This design comes from an exercise in tuning for small area, a short achievable clock period and few clock cycles per item on the open sky130 flow, not from production work. At most, simulation tests tie the RTL to the original design; equivalence was not proved. For runs 3 and 4, only the layout was checked, not whether the RTL still works.

==> flow/design.v (outline; a module is shown in full before it is edited, if it fits) <==
// module fir_a: 316 lines
// module fir_b: 5 lines
// module luma_mul: 440 lines
// module csc_r_lo: 177 lines
// module csc_r_hi: 126 lines
// module csc_g_lo: 315 lines
// module csc_g_hi: 76 lines
// module csc_b_lo: 161 lines
// module csc_b_hi: 54 lines
// module yuv_to_rgb_top: 193 lines
module yuv_to_rgb_top (
	input logic CLOCK_50_I,
	input logic Resetn,
	input logic [31:0] in_pair,
	input logic in_valid,
	output logic in_ready,
	output logic [15:0] out_word,
	output logic out_valid,
	input logic out_ready
);
  // ...
==> flow/flow/run.sh <==
#!/bin/bash
# The standard layout (standard.sh) with two changes to how it is made; the
# clock period and constraints are unchanged:
# - ports get a plain buffer (buf_2) instead of the delay cell buffer_ports
#   picks by default;
# - ORFS's repair_timing is asked for a setup margin, so the resizer works on
#   paths longer than the period less the margin.
set -euo pipefail
MARGIN=8.5
sed "s|^make -C |make SETUP_SLACK_MARGIN=$MARGIN SKIP_GATE_CLONING=1 'BUFFER_PORTS_ARGS=-buffer_cell sky130_fd_sc_hd__buf_2' -C |" standard.sh > flow_margin.sh
grep -q "SETUP_SLACK_MARGIN=$MARGIN" flow_margin.sh
bash flow_margin.sh finish > make.log 2>&1
==> flow/standard.sh <==
#!/bin/bash
# synth_recipe.tcl (not shown) runs the flow's synth.tcl, then flattens the netlist and writes it again
# the make line also repeats each setting of config.mk as NAME=value (left out here)
make -C /OpenROAD-flow-scripts/flow DESIGN_CONFIG=/design/flow/config.mk WORK_HOME=/design/flow/orfs CLKGATE_MAP_FILE= SYNTH_SCRIPT=/design/flow/synth_recipe.tcl "${@:-finish}"
==> flow/config.mk <==
export PLATFORM = sky130hd
export DESIGN_NAME = yuv_to_rgb_top
export DESIGN_NICKNAME = yuv_to_rgb_top
export VERILOG_FILES = /design/flow/design.v
export SDC_FILE = /design/flow/constraint.sdc
export NUM_CORES = 4
export LEC_CHECK = 0
export CAP_MARGIN = 20
export CORE_MARGIN = 2
export CORE_UTILIZATION = 40
export SLEW_MARGIN = 20
==> flow/constraint.sdc <==
create_clock -name core_clock -period 12.0 [get_ports {CLOCK_50_I}]
set_input_delay 2.4000 -clock core_clock [delete_from_list [all_inputs] [get_ports {CLOCK_50_I}]]
set_output_delay 2.4000 -clock core_clock [all_outputs]
set_load 0.01 [all_outputs]
==> run summary, run 1 <==
- Outcome: no timing/DRC/antenna violations
- Topmost layer with routed signal wires: met4
- FF/Latch Area: 0.0115 mm²
- Critical Path RT: 12.32 ns
- Clock transition at the registers of the reported paths: 0.06 ns
- H-tree depth: 2
- Largest reg by FF count: win
- Post-Synth Adder-Cell Area: 0.278
- Most Frequent Cell on Critical Path: fa_1
- Max-slew violations: 0
- R2r endpoint: r[9]
- TritonCTS clock tree: done
- Hold Vio Cnt, Final: 0
- Placer Congestion: 0.901
- Largest net degree at the start of global routing: 83
- WL per Instance: 17.6 µm
- Initial DRC Count: 817
- Slew Limit Headroom: 0.329
- Clock buffer count from CTS: 43
- R2R Path Start: qt[17]
- #MultiIn Comb: 999
- Grt peak-use layer: met2
- Post-route setup TNS: 0 ns
- Final Worst Setup Slack: 8.31 ns
- Fillers: 5,226
- Synth area leader: edfxtp_1
- Worst hold margin: 0.404 ns
- Sequential share of cell area: 0.418
- Crit-path max FO: 2
- Resized Gates After CTS: 46
- Top post-synthesis cells by area: edfxtp_1 46%, fa_1 17%, ha_1 11%, inv_1 5.8%, mux2_2 3.2%
- Antenna diodes: 0
- Core area: 0.0588 mm²
- Reg2reg setup slack: 8.31 ns
- Worst clock skew: 0.0262 ns
Testbench counts, summed over its fixed seeds: cycles 23,376, items 7,680.
==> inputs of run 2 (changes only) <==
--- a/flow/flow/run.sh
+++ b/flow/flow/run.sh
@@ -6,7 +6,7 @@
 # - ORFS's repair_timing is asked for a setup margin, so the resizer works on
 #   paths longer than the period less the margin.
 set -euo pipefail
-MARGIN=8.5
+MARGIN=8.0
 sed "s|^make -C |make SETUP_SLACK_MARGIN=$MARGIN SKIP_GATE_CLONING=1 'BUFFER_PORTS_ARGS=-buffer_cell sky130_fd_sc_hd__buf_2' -C |" standard.sh > flow_margin.sh
 grep -q "SETUP_SLACK_MARGIN=$MARGIN" flow_margin.sh
 bash flow_margin.sh finish > make.log 2>&1
==> run 2 against run 1 <==
Synthesized area is the same. Critical path depth shrank 1. Via count shrank 1.3%. Count of clock-buffer cells in the layout grew 3. Setup slack lost 0.21 ns. Flip-flop and latch count is the same. Core utilization shrank 1.3 points. Highest routed layer unchanged. Critical endpoint is now lg[2].
==> run summary, run 2 <==
- Top Ports: 54
- Initial DRC Count: 711 (-13%)
- Synth area leader: edfxtp_1
- Most frequent cells in the layout: 364 x edfxtp_1, 358 x inv_1, 202 x ha_1
- H-tree depth: 2 (unchanged)
- Synth Instances: 1,778
- Clock buffer count from CTS: 44 (+2.3%)
- Layout cell share with drive strength beyond 1: 0.139
- Die Width: 247 µm
- Drt first pass iters: 5
- WL final: 46,200 µm
- Max stage delay on crit path: 0.53 ns
- Startpoint types: flip-flop
- Vert. Die Dim: 247 µm
- Ys flop type: edfxtp_1
- WL per Instance: 17.1 µm (-2.8%)
- Commonest cells in the netlist: 365 x inv_1, 364 x edfxtp_1, 205 x ha_1
- Total grt overflow: 0
- Clock latency on the worst-skew pair: 0.58 ns
- Share of the yosys chip area belonging to registers: 0.486
- Synthesized cell area: 0.0237 mm²
- Via/cell ratio: 4.89
- Largest net degree at the start of global routing: 81 (-2.4%)
- RSZ-0062 raised after global routing: no
- Leading cell type in the layout, fill and taps excluded: edfxtp_1
- Max-slew violations: 0 (unchanged)
- Critical Path RT: 12.32 ns (about the same)
- Placer Congestion: 0.872 (-3.2%)
- Clock Tree Buf Depth: 3
- Tcrit/Tclk final: 0.325
- Initial antenna violation count: 0
- Clock transition at the registers of the reported paths: 0.07 ns (about the same)
- Outcome: no timing/DRC/antenna violations
- Tot GR Track Use: 0.156
- Area share of the largest cell type after synthesis: 0.462
- Fillers: 5,256 (+0.57%)
- PortBufs: 53
- Fin area: 0.0268 mm²
- Worst clock skew: 0.0213 ns (-0.00490 ns)
- Seq cells post-synth: 387
- Met1 Wirelength: 21,200 µm
- Number of max-cap violations: 0
- Initial Utilization: 0.403
- EDFF count, synth: 364
- Synth warnings: 3
- Setup violators final: 0
- Slew of the pin with the lowest slew margin: 1.01 ns
- Vias in the first global route: 13.8k
- Worst path buffer plus inverter count: 3
- Final HPWL DP: 35,100 µm
- Syn Nets: 2,220
- Metal3 WL: 2520 µm
- Largest regs: win (96), yq (64), pt (23)
- Largest register FFs: 96
- Vias: 13.2k
- Post-route setup TNS: 0 ns (unchanged)
- Antenna diodes: 0 (unchanged)
- Most numerous cell in the Yosys netlist: inv_1
- CP arrival: 4.22 ns
- HP Class: flip-flop to flip-flop
- Topmost layer with routed signal wires: met4
- CP cell instances: inv_1 -> fa_1 -> fa_1 -> inv_1 -> fa_1 -> inv_1 -> ha_1 -> a211oi_1 -> a2111oi_2 -> or3_1 -> a41oi_2 -> nand2b_1
- Routed Antenna Nets: 0
- Core area: 0.0588 mm² (unchanged)
- Clock net sink count: 387
- Global-route wire length before repair: 73,600 µm
- TritonCTS clock tree: done
- Crit Path Category: flip-flop to flip-flop
- Endpoint type of the worst setup path: flip-flop
- Drt drc: 0
- Share of flip-flops with an asynchronous set or reset: 0.0594
- Die area: 0.0612 mm²
- Row cnt: 89
- Slew Limit Headroom: 0.324 (-0.00530)
- Crit-path slowest cell: fa_1
- Mean Syn Cell Area: 13.3 µm²
- Period minus WS final: 3.90 ns
- Crit-path max FO: 5 (+3)
- Synth-to-Final Area Change: 13.0%
- Hold Vio Cnt, Final: 0 (unchanged)
- Placed inst area: 0.0249 mm²
- Top post-synthesis cells by area: edfxtp_1 46%, fa_1 17%, ha_1 11%, inv_1 5.8%, mux2_2 3.2%
- Largest reg by FF count: win
- Nets: 2,340
- Met2 WL: 21,200 µm
- CP delay by family, top: adder cells
- Clock Tree Root: clkbuf_16
- FMAX: 256 MHz
- Netlist cell types: 69
-- run 2: worst reg2reg max path: stages, from the launching register on --
cell       delay (ns)
edfxtp_1         0.43
inv_1            0.26
fa_1             0.48
fa_1             0.49
inv_1            0.06
fa_1             0.53
inv_1            0.04
ha_1             0.29
a211oi_1         0.26
a2111oi_2        0.13
or3_1            0.36
a41oi_2          0.23
nand2b_1         0.09
-- run 2: cells by family after synthesis --
family                   count (synthesis)  synth area share
adder cells (fa/ha/maj)                406             0.278
buffers and inverters                  392            0.0622
flip-flops                             387             0.486
AO/OA/AOI/OAI                          260            0.0715
AND/OR/NAND/NOR                        185            0.0396
multiplexers                            79            0.0370
XOR/XNOR                                69            0.0255
-- run 2: layer usage --
metal | track usage | up-vias
met5 | 0 | -
met4 | 0.0530 | 0
met3 | 0.0320 | 74
met2 | 0.244 | 291
met1 | 0.216 | 6546
li1 | - | 6325
-- run 2: worst paths after layout --
kind / start / endpoint / slack (ns) / depth (start not counted)
max in group asynchronous: Resetn / pd[0] / 9.83 / 1
hold / removal: yq[1][4] / yq[0][4] / 0.42 / 0
setup reg to reg: pv[2] / lg[2] / 8.10 / 12
hold reg to reg: yq[1][4] / yq[0][4] / 0.42 / 0
min in group asynchronous: Resetn / areg / 1.81 / 1
setup / recovery: pv[2] / lg[2] / 8.10 / 12
-- run 2: through the flow --
step	cells	utilization	setup WS, ns	hold WS (ns)
2_1_floorplan	1778	-	8.04	0.400
3_3_place_gp	2586	0.423	7.62	0.400
3_5_place_dp	2586	0.423	7.57	0.405
4_1_cts	2679	0.450	7.98	0.419
5_1_grt	2707	0.455	7.98	0.422
6_report	2707	0.455	8.10	0.417
-- run 2: area by class of cell --
class,instances,area [µm²],share of cell area
Multi-Input combinational cell,999,10800,0.403
Clock inverter,29,308,0.0115
Tap cell,773,967,0.0361
Sequential cell,387,11500,0.430
Inverter,366,1400,0.0522
Timing Repair Buffer,100,634,0.0237
Clock buffer,53,1170,0.0436
-- run 2: what timing repair did --
action,in CTS,in global routing
buffers inserted,11,27
endpoints found under the hold margin,0,0
endpoints found under the setup margin,4,11
pin swaps,0,7
gates resized for setup,6,14
hold buffers,0,0
==> module yuv_to_rgb_top, before the edit <==
module yuv_to_rgb_top (
	input logic CLOCK_50_I,
	input logic Resetn,
	input logic [31:0] in_pair,
	input logic in_valid,
	output logic in_ready,
	output logic [15:0] out_word,
	output logic out_valid,
	input logic out_ready
);
	logic [15:0] win [6];
	logic [15:0] yq [4];
	logic [1:0] ph, ph_n;
	logic areg, t1, t2, wf;
	logic areg_n, t1_n, t2_n, wf_n;
	logic [7:0] cnt, cnt_n;
	logic [1:0] fl, pd, fl_n, pd_n;
	logic sv;
	logic a0, adv, ld;
	logic step_ok, acc, fstep, pstep, stv;
	logic fs, ps;
	logic [7:0] c0, c1, c2, c3, c4, c5;
	logic [8:0] fp, fq, fr;
	logic [9:0] fa_n, fb_n, fa, fb;
	logic fc_n, fc;
	logic [7:0] fir_q;
	logic [7:0] ym, pu, pv, qu, qv;
	logic [24:0] tm, pt, qt;
	logic [2:0] lr_n, lg_n, lr, lg;
	logic [1:0] lb_n, lb;
	logic [9:0] gpa_n, gpb_n, gpa, gpb;
	logic [9:0] r_n, g_n, r, g;
	logic [10:0] b_n, b;
	logic [7:0] rs, gs, bs;
	logic [15:0] word, skid;
	assign a0 = (ph == 2'd0) && wf;
	assign adv = !sv && (a0 || areg || t1 || t2);
	assign ld = adv && ((ph == 2'd0) ? t2 : t1);
	assign step_ok = !wf && !(ph == 2'd1 && areg);
	assign acc = in_valid && in_ready;
	assign fstep = fs;
	assign pstep = ps;
	assign stv = fstep || (acc && cnt >= 8'd3);
	always_comb begin
		ph_n = ph;
		areg_n = areg;
		t1_n = t1;
		t2_n = t2;
		if (adv) begin
			areg_n = (ph == 2'd0 && a0) || (ph == 2'd1 && areg);
			t1_n = (ph == 2'd2 && areg) || (ph != 2'd2 && t1);
			t2_n = (ph == 2'd2 && t1);
			if (!areg_n && !t1_n && !t2_n) ph_n = 2'd0;
			else ph_n = (ph == 2'd2) ? 2'd0 : ph + 2'd1;
		end
		wf_n = (wf && !(a0 && adv)) || stv;
		cnt_n = cnt;
		fl_n = fl;
		pd_n = pd;
		if (acc) begin
			cnt_n = (cnt == 8'(yuv_rgb_pkg::LINE_PAIRS - 1)) ? 8'd0 : cnt + 8'd1;
			if (cnt == 8'(yuv_rgb_pkg::LINE_PAIRS - 1)) fl_n = 2'd3;
			if (cnt == 8'd0) pd_n = 2'd2;
		end
		if (fstep) fl_n = fl - 2'd1;
		if (pstep) pd_n = pd - 2'd1;
	end
	always_ff @(posedge CLOCK_50_I or negedge Resetn) begin
		if (!Resetn) begin
			ph <= 2'd0;
			areg <= 1'b0;
			t1 <= 1'b0;
			t2 <= 1'b0;
			wf <= 1'b0;
			cnt <= 8'd0;
			fl <= 2'd0;
			pd <= 2'd0;
			in_ready <= 1'b0;
			fs <= 1'b0;
			ps <= 1'b0;
		end else begin
			ph <= ph_n;
			areg <= areg_n;
			t1 <= t1_n;
			t2 <= t2_n;
			wf <= wf_n;
			cnt <= cnt_n;
			fl <= fl_n;
			pd <= pd_n;
			in_ready <= !wf_n && !(ph_n == 2'd1 && areg_n) && fl_n == 2'd0 && pd_n == 2'd0;
			fs <= !wf_n && !(ph_n == 2'd1 && areg_n) && fl_n != 2'd0;
			ps <= !wf_n && !(ph_n == 2'd1 && areg_n) && pd_n != 2'd0;
		end
	end
	always_ff @(posedge CLOCK_50_I) begin
		if (acc || fstep || pstep) begin
			for (int i = 0; i < 5; i++) win[i] <= win[i + 1];
		end
		if (acc) win[5] <= in_pair[15:0];
		if (acc || fstep) begin
			for (int i = 0; i < 3; i++) yq[i] <= yq[i + 1];
			yq[3] <= in_pair[31:16];
		end
	end
	assign c0 = (ph == 2'd0) ? win[0][7:0] : win[0][15:8];
	assign c1 = (ph == 2'd0) ? win[1][7:0] : win[1][15:8];
	assign c2 = (ph == 2'd0) ? win[2][7:0] : win[2][15:8];
	assign c3 = (ph == 2'd0) ? win[3][7:0] : win[3][15:8];
	assign c4 = (ph == 2'd0) ? win[4][7:0] : win[4][15:8];
	assign c5 = (ph == 2'd0) ? win[5][7:0] : win[5][15:8];
	fir_a u_fir_a (.p(fp), .q(fq), .r(fr), .ha(fa_n), .hb(fb_n), .hc(fc_n));
	fir_b u_fir_b (.ha(fa), .hb(fb), .hc(fc), .q(fir_q));
	always_ff @(posedge CLOCK_50_I) begin
		if (adv) begin
			fp <= {1'b0, c0} + {1'b0, c5};
			fq <= {1'b0, c1} + {1'b0, c4};
			fr <= {1'b0, c2} + {1'b0, c3};
			fa <= fa_n;
			fb <= fb_n;
			fc <= fc_n;
		end
	end
	luma_mul u_luma (.y(ym), .t(tm));
	csc_r_lo u_r_lo (.t(pt), .v(pv), .lc(lr_n));
	csc_g_lo u_g_lo (.t(pt), .u(pu), .v(pv), .lc(lg_n), .pa(gpa_n), .pb(gpb_n));
	csc_b_lo u_b_lo (.t(pt), .u(pu), .lc(lb_n));
	csc_r_hi u_r_hi (.t(qt), .v(qv), .lc(lr), .h(r_n));
	csc_g_hi u_g_hi (.t(qt), .u(qu), .v(qv), .lc(lg), .pa(gpa), .pb(gpb), .h(g_n));
	csc_b_hi u_b_hi (.t(qt), .u(qu), .lc(lb), .h(b_n));
	always_ff @(posedge CLOCK_50_I) begin
		if (adv) begin
			if (ph == 2'd0) ym <= yq[0][15:8];
			if (ph == 2'd1) ym <= yq[0][7:0];
			case (ph)
				2'd1: begin
					pt <= tm;
					pu <= win[2][15:8];
					pv <= win[2][7:0];
				end
				2'd2: begin
					pt <= tm;
					pv <= fir_q;
				end
				default: pu <= fir_q;
			endcase
			qt <= pt;
			qu <= pu;
			qv <= pv;
			lr <= lr_n;
			lg <= lg_n;
			lb <= lb_n;
			gpa <= gpa_n;
			gpb <= gpb_n;
			if (ph != 2'd2) r <= r_n;
			if (ph != 2'd1) begin
				g <= g_n;
				b <= b_n;
			end
		end
	end
	assign rs = yuv_rgb_pkg::sat10(r);
	assign gs = yuv_rgb_pkg::sat10(g);
	assign bs = yuv_rgb_pkg::sat11(b);
	always_comb begin
		case (ph)
			2'd1: word = {rs, gs};
			2'd2: word = {bs, rs};
			default: word = {gs, bs};
		endcase
	end
	always_ff @(posedge CLOCK_50_I or negedge Resetn) begin
		if (!Resetn) begin
			out_valid <= 1'b0;
			sv <= 1'b0;
		end else begin
			if (out_valid && out_ready) begin
				out_valid <= sv || ld;
				sv <= sv && ld;
			end else if (ld) begin
				out_valid <= 1'b1;
				sv <= out_valid;
			end
		end
	end
	always_ff @(posedge CLOCK_50_I) begin
		if (out_valid && out_ready) begin
			out_word <= sv ? skid : word;
		end else if (!out_valid) begin
			out_word <= word;
		end
		if (ld) skid <= word;
	end
endmodule
==> inputs of run 3 (changes only) <==
--- a/flow/design.v
+++ b/flow/design.v
@@ -1703,7 +1703,7 @@
 	logic areg_n, t1_n, t2_n, wf_n;
 	logic [7:0] cnt, cnt_n;
 	logic [1:0] fl, pd, fl_n, pd_n;
-	logic sv;
+	logic go;
 	logic a0, adv, ld;
 	logic step_ok, acc, fstep, pstep, stv;
 	logic fs, ps;
@@ -1720,9 +1720,10 @@
 	logic [9:0] r_n, g_n, r, g;
 	logic [10:0] b_n, b;
 	logic [7:0] rs, gs, bs;
-	logic [15:0] word, skid;
+	logic [15:0] word;
 	assign a0 = (ph == 2'd0) && wf;
-	assign adv = !sv && (a0 || areg || t1 || t2);
+	assign go = !out_valid || out_ready;
+	assign adv = go && (a0 || areg || t1 || t2);
 	assign ld = adv && ((ph == 2'd0) ? t2 : t1);
 	assign step_ok = !wf && !(ph == 2'd1 && areg);
 	assign acc = in_valid && in_ready;
@@ -1859,23 +1860,12 @@
 	always_ff @(posedge CLOCK_50_I or negedge Resetn) begin
 		if (!Resetn) begin
 			out_valid <= 1'b0;
-			sv <= 1'b0;
 		end else begin
-			if (out_valid && out_ready) begin
-				out_valid <= sv || ld;
-				sv <= sv && ld;
-			end else if (ld) begin
-				out_valid <= 1'b1;
-				sv <= out_valid;
-			end
+			if (ld) out_valid <= 1'b1;
+			else if (out_ready) out_valid <= 1'b0;
 		end
 	end
 	always_ff @(posedge CLOCK_50_I) begin
-		if (out_valid && out_ready) begin
-			out_word <= sv ? skid : word;
-		end else if (!out_valid) begin
-			out_word <= word;
-		end
-		if (ld) skid <= word;
+		if (ld) out_word <= word;
 	end
 endmodule
--- a/flow/flow/run.sh
+++ b/flow/flow/run.sh
@@ -6,7 +6,7 @@
 # - ORFS's repair_timing is asked for a setup margin, so the resizer works on
 #   paths longer than the period less the margin.
 set -euo pipefail
-MARGIN=8.0
+MARGIN=8.5
 sed "s|^make -C |make SETUP_SLACK_MARGIN=$MARGIN SKIP_GATE_CLONING=1 'BUFFER_PORTS_ARGS=-buffer_cell sky130_fd_sc_hd__buf_2' -C |" standard.sh > flow_margin.sh
 grep -q "SETUP_SLACK_MARGIN=$MARGIN" flow_margin.sh
 bash flow_margin.sh finish > make.log 2>&1
==> run 3 against run 2 <==
Final area is 0.61% higher. Flip-flop and latch count down 17. Global-route usage up 0.31 points. First-iteration DRC count increased by 11%. Sequential share of layout area fell by 2.1 points. Synthesized area fell by 2.6%. Hold slack lost 0.0012 ns. Core utilization increased by 1.4 points. Count of clock-buffer cells in the layout shrank 6. Largest cell class is now multi-input gates. Highest routed layer unchanged.
==> run summary, run 3 <==
- Outcome: no timing/DRC/antenna violations
- Vert. Die Dim: 244 µm (-1.3%)
- Netlist cell types: 68 (-1.4%)
- Commonest cells in the netlist: 348 x edfxtp_1, 339 x inv_1, 205 x ha_1
- H-tree depth: 2 (unchanged)
- Synth Instances: 1,752 (-1.5%)
- Most numerous cell in the Yosys netlist: edfxtp_1
- RSZ-0062 raised after global routing: yes
- Core area: 0.0574 mm² (-2.4%)
- Ys flop type: edfxtp_1
- Tcrit/Tclk final: 0.315 (-0.0105)
- Clock Tree Root: clkbuf_16
- Clock buffer count from CTS: 43 (-2.3%)
- Endpoint type of the worst setup path: flip-flop
- Top Ports: 54 (unchanged)
- Via/cell ratio: 4.83 (-1.3%)
- CP cell instances: inv_2 -> fa_1 -> fa_1 -> inv_2 -> fa_1 -> buf_4 -> ha_4 -> a21o_1 -> a21oi_2 -> o21ai_2 -> or4_4 -> and3_4 -> a211oi_2
- FMAX: 265 MHz (+3.3%)
- Period minus WS final: 3.78 ns (-0.126 ns)
- CP delay by family, top: adder cells
- Initial antenna violation count: 0 (unchanged)
- Synthesized cell area: 0.0231 mm² (-2.6%)
- Slew of the pin with the lowest slew margin: 1.00 ns (-0.0119 ns)
- Die Width: 244 µm (-1.3%)
- Placer Congestion: 0.884 (+1.4%)
- Most frequent cells in the layout: 348 x edfxtp_1, 319 x inv_1, 197 x fa_1
- Synth warnings: 3 (unchanged)
- Row cnt: 88 (-1.1%)
- Worst clock skew: 0.0167 ns (-0.00456 ns)
- Final core occ: 0.469 (+0.0142)
- Largest net degree at the start of global routing: 81 (unchanged)
- Area of the multi-input gates: 0.0111 mm² (+3.2%)
- Tot GR Track Use: 0.159 (+0.00312)
- Largest register FFs: 96 (unchanged)
- Number of max-cap violations: 0 (unchanged)
- HP Class: flip-flop to flip-flop
- Hold Vio Cnt, Final: 0 (unchanged)
- Share of the yosys chip area belonging to registers: 0.477 (-0.00890)
- Hold Path End: yq[0][13]
- Largest regs: win (96), yq (64), pt (23)
- Hold Path Depth: 0 (unchanged)
- Clock latency on the worst-skew pair: 0.57 ns (about the same)
- Crit-path slowest cell: fa_1
- Vias: 13.1k (-0.88%)
- Post-route setup TNS: 0 ns (unchanged)
- Crit path launch: qt[17]
- Seq cells post-synth: 370 (-4.4%)
- EDFF count, synth: 348 (-4.4%)
- Slew Limit Headroom: 0.331 (+0.00721)
- Synth area leader: edfxtp_1
- Max stage delay on crit path: 0.59 ns (+0.06 ns)
- Crit-path max FO: 2 (-3)
- Largest reg by FF count: win
- Worst hold margin: 0.416 ns (-0.00118 ns)
- Routed Antenna Nets: 0 (unchanged)
- Total grt overflow: 0 (unchanged)
- WL final: 46,000 µm (-0.40%)
- Startpoint types: flip-flop
- Register-to-Register Path Depth: 13 (+1)
- Drt drc: 0 (unchanged)
- Reg2reg setup slack: 8.22 ns (+0.13 ns)
- Leading cell type in the layout, fill and taps excluded: edfxtp_1
- Fin area: 0.0269 mm² (+0.61%)
- Setup violators final: 0 (unchanged)
- Antenna diodes: 0 (unchanged)
- Clock net sink count: 370 (-4.4%)
- Clock transition at the registers of the reported paths: 0.06 ns (about the same)
- Global-route wire length before repair: 74,100 µm (+0.58%)
- Worst path buffer plus inverter count: 3 (unchanged)
- Most Frequent Cell on Critical Path: fa_1
- FF/Latch Area: 0.0110 mm² (-4.4%)
- PortBufs: 53 (unchanged)
- CP arrival: 4.19 ns (-0.03 ns)
- Synth-to-Final Area Change: 16.8%
- Syn Nets: 2,194 (-1.2%)
- Fillers: 5,021 (-4.5%)
- Vias in the first global route: 13.9k (+0.70%)
- Mean Syn Cell Area: 13.2 µm² (-1.2%)
- WL per Instance: 16.9 µm (-0.80%)
- Nets: 2,360 (+0.85%)
- Initial Utilization: 0.402 (-0.000725)
- Critical Path RT: 12.42 ns (+0.10 ns)
- R2r endpoint: r[9]
- Final HPWL DP: 34,300 µm (-2.4%)
- Top post-synthesis cells by area: edfxtp_1 45%, fa_1 17%, ha_1 11%, inv_1 5.5%, mux2_2 2.9%
- Hold Startpoint: yq[1][13]
- Max-slew violations: 0 (unchanged)
- Die area: 0.0596 mm² (-2.6%)
- Drt first pass iters: 4 (-1)
- Placed inst area: 0.0243 mm² (-2.3%)
- TritonCTS clock tree: done
- Clock Tree Buf Depth: 3 (unchanged)
- Share of flip-flops with an asynchronous set or reset: 0.0595 (about the same)
- Area share of the largest cell type after synthesis: 0.453 (-0.00846)
- R2R Path Start: qt[17]
- Initial DRC Count: 788 (+11%)
- Layout cell share with drive strength beyond 1: 0.187 (+0.0488)
- Crit Path Category: flip-flop to flip-flop
run 3: changes by cell type in the layout (fill, tap and decap cells not counted), sizes merged, moves of 9 or more:
cell    change
buf        +44
inv        -23
nor2       +17
o21ai      -17
edfxtp     -16
a21o       +13
nor2b      +13
nor3       +12
a21oi      -11
mux2        -9
mux2i       -9
nand2b      -9
run 3: worst max-delay path by stage:
| stage | cells after the start | endpoint | slack [ns] |
|---|---|---|---|
| 6_report | 13 | r[9] | 8.22 |
| 5_1_grt | 12 | r[8] | 8.11 |
| 4_1_cts | 12 | r[8] | 8.32 |
| 3_5_place_dp | 5 | pt[18] | 7.17 |
| 3_3_place_gp | 5 | pt[20] | 7.23 |
| 2_1_floorplan | 4 | pt[10] | 7.06 |
run 3: final cells by class:
| cell class | count | share of cell area |
|---|---|---|
| Multi-Input combinational cell | 1019 | 0.413 |
| Sequential cell | 370 | 0.409 |
| Inverter | 340 | 0.0489 |
| Clock buffer | 47 | 0.0405 |
| Timing Repair Buffer | 144 | 0.0383 |
| Tap cell | 765 | 0.0355 |
| Clock inverter | 33 | 0.0149 |
run 3: cells by family after synthesis:
| family | share of synthesized area |
|---|---|
| flip-flops | 0.477 |
| multiplexers | 0.0297 |
| XOR/XNOR | 0.0266 |
| AND/OR/NAND/NOR | 0.0548 |
| buffers and inverters | 0.0595 |
| adder cells (fa/ha/maj) | 0.286 |
| AO/OA/AOI/OAI | 0.0668 |
run 3: per-stage QoR:
stage	worst slack, ns	instances
3_3_place_gp	7.23	2552
4_1_cts	8.32	2686
3_5_place_dp	7.17	2552
2_1_floorplan	7.06	1752
5_1_grt	8.11	2718
6_report	8.22	2718
run 3: what timing repair did:
action	in CTS	in global routing
pin swaps	20	45
gates resized for setup	36	54
hold buffers	0	0
setup buffers	54	32
endpoints found under the setup margin	153	101
run 3: routing by layer:
layer,part of all wire,up-vias,GRT usage
met5,0,-,0
met4,0.034,0,0.0594
met3,0.042,94,0.0248
met2,0.47,245,0.261
met1,0.45,6432,0.213
li1,-,6348,-
==> inputs of run 4 (changes only) <==
--- a/flow/flow/run.sh
+++ b/flow/flow/run.sh
@@ -6,7 +6,7 @@
 # - ORFS's repair_timing is asked for a setup margin, so the resizer works on
 #   paths longer than the period less the margin.
 set -euo pipefail
-MARGIN=8.5
+MARGIN=9.0
 sed "s|^make -C |make SETUP_SLACK_MARGIN=$MARGIN SKIP_GATE_CLONING=1 'BUFFER_PORTS_ARGS=-buffer_cell sky130_fd_sc_hd__buf_2' -C |" standard.sh > flow_margin.sh
 grep -q "SETUP_SLACK_MARGIN=$MARGIN" flow_margin.sh
 bash flow_margin.sh finish > make.log 2>&1
==> run 4 against run 3 <==
Core utilization rose by 2.8 points. Sequential share of layout area fell by 2.3 points. Cell count grew 3.5%. Still clean. Highest routed layer unchanged. Synthesized area did not move. Largest cell class unchanged. First-iteration DRC count is 26% higher. Synthesized cell count is the same.
==> run summary, run 4 <==
- Initial DRC Count: 991 (+26%)
- Tot GR Track Use: 0.165 (+0.00654)
- Clock transition at the registers of the reported paths: 0.06 ns (about the same)
- Largest reg by FF count: win
- Mean Syn Cell Area: 13.2 µm² (unchanged)
- R2R Path Start: pu[2]
- Top Ports: 54 (unchanged)
- EDFF count, synth: 348 (unchanged)
- Clock net sink count: 370 (unchanged)
- Die area: 0.0596 mm² (unchanged)
- Synthesized cell area: 0.0231 mm² (unchanged)
- Netlist cell types: 68 (unchanged)
- Clock Tree Buf Depth: 3 (unchanged)
- Worst hold margin: 0.414 ns (-0.00207 ns)
- TritonCTS clock tree: done
- Seq cells post-synth: 370 (unchanged)
- Top post-synthesis cells by area: edfxtp_1 45%, fa_1 17%, ha_1 11%, inv_1 5.5%, mux2_2 2.9%
- Tcrit/Tclk final: 0.310 (-0.00453)
- Fin area: 0.0285 mm² (+6.0%)
- Reg2reg setup slack: 8.28 ns (+0.05 ns)
- Slew Limit Headroom: 0.605 (+0.274)
- Row cnt: 88 (unchanged)
- Final core occ: 0.498 (+0.0282)
- Vert. Die Dim: 244 µm (unchanged)
- RSZ-0062 raised after global routing: yes
- Initial Utilization: 0.402 (unchanged)
- Worst clock skew: 0.0306 ns (+0.0140 ns)
- Largest net degree at the start of global routing: 68 (-16%)
- Most numerous cell in the Yosys netlist: edfxtp_1
- Number of max-cap violations: 0 (unchanged)
- Area share of the largest cell type after synthesis: 0.453 (unchanged)
- Clock Tree Root: clkbuf_16
- Drt drc: 0 (unchanged)
- Commonest cells in the netlist: 348 x edfxtp_1, 339 x inv_1, 205 x ha_1
- Setup violators final: 0 (unchanged)
- R2r endpoint: lb[0]
- Via/cell ratio: 4.92 (+1.9%)
- HP Class: flip-flop to flip-flop
- Hold Vio Cnt, Final: 0 (unchanged)
- Nets: 2,459 (+4.2%)
- Share of the yosys chip area belonging to registers: 0.477 (unchanged)
- Initial antenna violation count: 0 (unchanged)
- Clock latency on the worst-skew pair: 0.58 ns (about the same)
- Drt first pass iters: 7 (+3)
- Endpoint type of the worst setup path: flip-flop
- Largest regs: win (96), yq (64), pt (23)
- Hold Startpoint: yq[2][2]
- Layout cell share with drive strength beyond 1: 0.260 (+0.0727)
- Die Width: 244 µm (unchanged)
- Finished Layout Cells: 2,814 (+3.5%)
- Post-route setup TNS: 0 ns (unchanged)
- Most frequent cells in the layout: 348 x edfxtp_1, 312 x inv_1, 187 x fa_1
- CP arrival: 4.01 ns (-0.18 ns)
- WL final: 52,100 µm (+13%)
- CP cell instances: buf_4 -> buf_4 -> fa_1 -> fa_1 -> fa_1 -> ha_4 -> a21o_1 -> a21o_1 -> a21o_1 -> nor3_2 -> o21ai_2 -> xor2_1
- Syn Nets: 2,194 (unchanged)
- Clock buffer count from CTS: 42 (-2.3%)
- Max stage delay on crit path: 0.58 ns (about the same)
- Routed Antenna Nets: 0 (unchanged)
- Final Worst Setup Slack: 8.28 ns (+0.0543 ns)
- Synth Instances: 1,752 (unchanged)
- Max-slew violations: 0 (unchanged)
- Synth-to-Final Area Change: 23.8%
- Crit Path Category: flip-flop to flip-flop
- Placer Congestion: 0.918 (+3.8%)
- Vias in the first global route: 14.4k (+4.0%)
- Antenna diodes: 0 (unchanged)
- Total grt overflow: 0 (unchanged)
- H-tree depth: 2 (unchanged)
- Final HPWL DP: 34,600 µm (+1.0%)
- Outcome: no timing/DRC/antenna violations
- Crit-path max FO: 2 (unchanged)
- Placed inst area: 0.0244 mm² (+0.50%)
- Leading cell type in the layout, fill and taps excluded: edfxtp_1
- Vias: 13.8k (+5.5%)
- Placed Cells: 2,552 (unchanged)
- Crit-path slowest cell: fa_1
- WL per Instance: 18.5 µm (+9.3%)
- Ys flop type: edfxtp_1
- Core area: 0.0574 mm² (unchanged)
- Largest register FFs: 96 (unchanged)
- Critical Path RT: 12.29 ns (-0.13 ns)
- Crit path launch: pu[2]
- PortBufs: 53 (unchanged)
- Hold Path Depth: 0 (unchanged)
- Global-route wire length before repair: 76,800 µm (+3.7%)
- Synth area leader: edfxtp_1
- Slew of the pin with the lowest slew margin: 0.591 ns (-0.411 ns)
- FMAX: 269 MHz (+1.5%)
- Worst path buffer plus inverter count: 2 (-1)
- Synth warnings: 3 (unchanged)
- CP delay by family, top: adder cells
- Share of flip-flops with an asynchronous set or reset: 0.0595 (unchanged)
- Period minus WS final: 3.72 ns (-0.0543 ns)
- Register-to-Register Path Depth: 12 (-1)
- Startpoint types: flip-flop
- Hold Path End: yq[1][2]
- Placement Setup Slack: 7.51 ns (+0.340 ns)
==> run 4: cell families after synthesis <==
group	after synthesis	synth area share
fa+ha+maj	406	0.286
flops	370	0.477
buf+inv	363	0.0595
simple gates	246	0.0548
compound gates	236	0.0668
xor+xnor	70	0.0266
mux	61	0.0297
==> run 4: worst register-to-register path, cell delays in order, from the launching register on <==
cell	delay, ns
edfxtp_1	0.42
buf_4	0.16
buf_4	0.13
fa_1	0.47
fa_1	0.52
fa_1	0.58
ha_4	0.22
a21o_1	0.16
a21o_1	0.15
a21o_1	0.16
nor3_2	0.17
o21ai_2	0.14
xor2_1	0.17
==> run 4: timing repair <==
action	in CTS	in global routing
pin swaps	63	57
buffers inserted	104	82
hold buffers	0	0
gates resized for setup	95	152
endpoints found under the setup margin	369	317
==> run 4: routing by layer <==
metal / up-vias / global-route usage / share of wire
met2: 301 / 0.278 / 0.48
met5: - / 0 / 0
met4: 0 / 0.0576 / 0.040
li1: 6534 / - / -
met3: 107 / 0.0272 / 0.042
met1: 6898 / 0.217 / 0.43
==> run 4: worst max-delay path by stage <==
stage                   to  slack, ns  cells after the start
global route         lg[2]       8.16                     14
finish               lb[0]       8.28                     12
global placement    pt[12]       7.58                      5
detailed placement  pt[12]       7.51                      5
floorplan           pt[10]       7.06                      4
CTS                  lg[2]       8.30                     13
==> run 4: area by class of cell <==
type / instances / area, µm²
Clock buffer: 50 / 1080
Fill cell: 4832 / 28800
Sequential cell: 370 / 11000
Clock inverter: 26 / 233
Timing Repair Buffer: 244 / 2420
Multi-Input combinational cell: 1019 / 11500
Tap cell: 765 / 957
Inverter: 340 / 1320

==> port drivers added, routing unchanged <==
How much do the figures lean on ideal ports? The routed layouts below were timed once more, with nothing changed but the port constraints.
Step 1 assumes that a clkbuf_16 drives the clock port and a buf_2 every other input.
Step 2 times the ports against the registers' clock, not the clock port: input delays grow and output delays shrink by t, the midpoint of the rising clock arrivals with the driver on.
Slacks: no drivers / after step 1 / after step 2; pairs: no drivers / after step 1.
| run | t, ns | slack for setup (ns) | hold slack, ns | latest minus earliest clock arrival (ns) | worst register clock-pin slew, ns |
|---|---|---|---|---|---|
| run 1 | 0.621 | 8.307 / 8.307 / 8.028 | 0.404 / 0.404 / 0.404 | 0.028 / 0.029 | 0.06 / 0.06 |
| run 2 | 0.625 | 8.098 / 8.098 / 7.626 | 0.417 / 0.417 / 0.417 | 0.022 / 0.021 | 0.07 / 0.07 |
| run 3 | 0.621 | 8.225 / 8.225 / 8.044 | 0.416 / 0.416 / 0.416 | 0.019 / 0.020 | 0.06 / 0.06 |
| run 4 | 0.623 | 8.279 / 8.279 / 8.060 | 0.414 / 0.414 / 0.414 | 0.033 / 0.033 | 0.06 / 0.06 |
After both steps setup and hold are still met in every run listed. For run 2, which loses most, drivers alone change the setup slack by 0.000 ns; drivers and shift together by -0.472 ns.
